This design comes from an exercise in tuning for a short achievable clock period and few clock cycles on the open sky130 flow, not from production work. Function was checked by simulation only, so behaviour that the tests miss may differ from the original. Power is estimated from default activity; no workload was simulated.

== main ==
// cpu_top
module cpu_top (
    input  logic                clk,
    input  logic                rst_n,
    output logic                fetch_req,
    output cpu_pkg::pc_t        fetch_addr,
    input  logic                fetch_valid,
    input  cpu_pkg::instr_t     fetch_instr,
    output logic                mem_rd_req,
    output logic                mem_wr_req,
    output cpu_pkg::data_addr_t mem_addr,
    output cpu_pkg::word_t      mem_wdata,
    input  logic                mem_rvalid,
    input  cpu_pkg::word_t      mem_rdata,
    input  logic                mem_wack,
    output logic                retire,
    output logic                halted
);
    localparam int QN = 4;               
    localparam int QW = 2;               
    logic        freq_q;                 
    logic [11:0] fpc_q;                  
    logic        fpend_q;                
    logic        fbr_q;                  
    logic        fdone_q;                
    logic        start_q;                
    logic [15:0] q_mem [QN];
    logic [QW-1:0] q_head_q;
    logic [QW-1:0] q_tail_q;
  ...
For scale: about 3,800 cells after synthesis, roughly 820 flip-flops, about 40,000 sq um of cells after synthesis.
export LEC_CHECK = 0
export ABC_CLOCK_PERIOD_IN_PS = 2500
export CAP_MARGIN = 20
export CORE_MARGIN = 2
export CORE_UTILIZATION = 40
export PLACE_DENSITY = 0.6
export SLEW_MARGIN = 20
create_clock -name core_clock -period 10.0 [get_ports {clk}]
standard.sh (not shown) runs the stock make flow with config.mk's settings and CLKGATE_MAP_FILE= SYNTH_SCRIPT=/design/flow/synth_recipe.tcl, a recipe that flattens the netlist after the stock synthesis.
==> flow/flow/run.sh <==
#!/bin/bash
set -euo pipefail
bash standard.sh SETUP_SLACK_MARGIN=7.5 MATCH_CELL_FOOTPRINT=0 \
    "BUFFER_PORTS_ARGS=-buffer_cell sky130_fd_sc_hd__buf_4" finish > flow_make.log 2>&1
Testbench counts of main, summed over its fixed seeds: cycles 38,217.
### main -> the feature branch
--- a/flow/design.v
+++ b/flow/design.v
@@ -53,24 +53,25 @@
     output cpu_pkg::data_addr_t mem_addr,
     output cpu_pkg::word_t      mem_wdata,
     input  logic                mem_rvalid,
     input  cpu_pkg::word_t      mem_rdata,
     input  logic                mem_wack,
     output logic                retire,
     output logic                halted
 );
     localparam int QN = 4;               
     localparam int QW = 2;               
     logic        freq_q;                 
     logic [11:0] fpc_q;                  
+    logic [11:0] fa_q;                   
     logic        fpend_q;                
     logic        fbr_q;                  
     logic        fdone_q;                
     logic        start_q;                
     logic [15:0] q_mem [QN];
     logic [QW-1:0] q_head_q;
     logic [QW-1:0] q_tail_q;
     logic [QN-1:0] q_cnt_q;              
     logic        d_v_q;                  
     logic [15:0] ir_q;
     logic [15:0] rs_oh_q;                
     logic [15:0] rt_oh_q;                
@@ -96,25 +97,25 @@
     logic        m_ld_q;
     logic [15:0] m_wr_q;
     logic        rdreq_q;
     logic        wrreq_q;
     logic [11:0] maddr_q;
     logic [15:0] mwdata_q;
     logic        dbusy_q;                
     logic [15:0] lo_wr_q;                
     logic        retire_q;
     logic        halted_q;
     logic [15:0] regs [16];
     assign fetch_req  = freq_q;
-    assign fetch_addr = fpc_q;
+    assign fetch_addr = fa_q;
     assign mem_rd_req = rdreq_q;
     assign mem_wr_req = wrreq_q;
     assign mem_addr   = maddr_q;
     assign mem_wdata  = mwdata_q;
     assign retire     = retire_q;
     assign halted     = halted_q;
     logic        d_beq, d_mem, d_ld, d_alu, rd_rs, rd_rt;
     logic [15:0] wr_oh;
     logic [15:0] rs_val, rt_val;
     assign d_beq = ir_q[15] & ir_q[13];
     assign d_mem = !ir_q[15] & ir_q[14];
     assign d_ld  = d_mem & ir_q[13];
@@ -161,24 +162,27 @@
     assign fs_jmp  = fetch_valid && fetch_instr[15] && !fetch_instr[13];
     assign fs_br   = fbr_q && br_res;
     assign fs_hold = !(fs_seq || fs_jmp || fs_br);
     assign fpc_d   = ({12{fs_seq}} & fpc_inc) | ({12{fs_jmp}} & fetch_instr[12:1])
                    | ({12{fs_br}} & br_next) | ({12{fs_hold}} & fpc_q);
     always_ff @(posedge clk or negedge rst_n) begin
         if (!rst_n) begin
             fpc_q <= '0;
         end else begin
             fpc_q <= fpc_d;
         end
     end
+    always_ff @(posedge clk) begin
+        fa_q <= fpc_d;
+    end
     always_ff @(posedge clk or negedge rst_n) begin
         if (!rst_n) begin
             freq_q  <= 1'b0;
             start_q <= 1'b0;
             fpend_q <= 1'b0;
             fbr_q   <= 1'b0;
             fdone_q <= 1'b0;
         end else begin
             freq_q  <= !start_q;
             start_q <= 1'b1;
             if (fetch_valid) begin
                 if (f_beq) begin
@@ -367,57 +371,42 @@
     always_ff @(posedge clk) begin
         if (!m_st_q) begin
             m_base_q <= rs_val[11:0];
             m_imm_q  <= ir_q[4:0];
             m_data_q <= rt_val;
             m_ld_q   <= d_ld;
             m_wr_q   <= wr_oh;
         end
         maddr_q  <= m_addr;
         mwdata_q <= m_data_q;
         if (launch) lo_wr_q <= m_ld_q ? m_wr_q : 16'd0;
     end
-    logic [15:0] ld_wr_q, w_wr_q, wm_wr_q;
-    logic [15:0] ldd_q, w_res_q, wm_res_q;
-    always_ff @(posedge clk or negedge rst_n) begin
-        if (!rst_n) begin
-            ld_wr_q <= '0;
-            w_wr_q  <= '0;
-            wm_wr_q <= '0;
-        end else begin
-            ld_wr_q <= mem_rvalid ? lo_wr_q : 16'd0;
-            w_wr_q  <= e1_wr_q;
-            wm_wr_q <= e3_wr_q;
-        end
-    end
-    always_ff @(posedge clk) begin
-        ldd_q    <= mem_rdata;
-        w_res_q  <= alu_res;
-        wm_res_q <= mul_res;
-    end
+    logic [15:0] ld_wr, wm_wr;
+    assign ld_wr = mem_rvalid ? lo_wr_q : 16'd0;
+    assign wm_wr = e3_wr_q;
     always_ff @(posedge clk or negedge rst_n) begin
         if (!rst_n) begin
             for (int i = 0; i < 16; i++) regs[i] <= '0;
             pend_q <= '0;
         end else begin
             for (int i = 0; i < 16; i++) begin
-                if (ld_wr_q[i]) begin
-                    regs[i] <= ldd_q;
-                end else if (w_wr_q[i]) begin
-                    regs[i] <= w_res_q;
-                end else if (wm_wr_q[i]) begin
-                    regs[i] <= wm_res_q;
+                if (ld_wr[i]) begin
+                    regs[i] <= mem_rdata;
+                end else if (e1_wr_q[i]) begin
+                    regs[i] <= alu_res;
+                end else if (wm_wr[i]) begin
+                    regs[i] <= mul_res;
                 end
             end
-            pend_q <= (pend_q & ~ld_wr_q & ~w_wr_q & ~wm_wr_q) | (d_issue ? wr_oh : 16'd0);
+            pend_q <= (pend_q & ~ld_wr & ~e1_wr_q & ~wm_wr) | (d_issue ? wr_oh : 16'd0);
         end
     end
     always_ff @(posedge clk or negedge rst_n) begin
         if (!rst_n) begin
             retire_q <= 1'b0;
             halted_q <= 1'b0;
         end else begin
             retire_q <= d_issue;
             halted_q <= halted_q || (fdone_q && q_empty && !d_v_q && !e1_v_q && !e2_v_q
                                      && !e3_v_q && !m_st_q && !(dbusy_q && !ans));
         end
     end
## What came out
- main vs the feature branch, timing startpoint of the critical path: fpc_q[3] vs rt_oh_q[6]
- Changes observed in the feature branch relative to main: total power has increased, global-route usage has increased, fraction of met1 tracks used by global routing has increased.
- The feature branch vs. main: achievable clock frequency down about 7%, signed area change from the synthesized netlist to the final layout up 10 points.
Testbench counts of the feature branch, summed over its fixed seeds: cycles 37,902.

afterwards: timing with drivers on the ports:
The results above use ideal ports. As a check the final layouts listed here were re-extracted and re-timed, cells and wires unchanged.
Step 1: set_driving_cell puts a clkbuf_16 on clk and a buf_2 on each other input, an assumption about the parent block.
Step 2 also shifts input and output timing later by t, the mid clock arrival at the registers, as if the neighbouring blocks saw the same clock.
Three values: no drivers, after step 1, after step 2; two values: the first two.
| run | shift t [ns] | slack for setup (ns) | worst setup path at the end | slew at the worst register clock pin (ns) | worst data-port slew with drivers (ns) |
|---|---|---|---|---|---|
| main | 0.728 | 6.767 / 6.702 / 6.671 | input to register | 0.07 / 0.07 | 0.19 |
| the feature branch | 0.736 | 6.519 / 6.519 / 6.325 | input to register | 0.07 / 0.07 | 0.29 |
After both steps setup and hold are still met in every run listed. For the feature branch, which loses most, drivers alone change the setup slack by 0.000 ns; drivers and shift together by -0.194 ns.
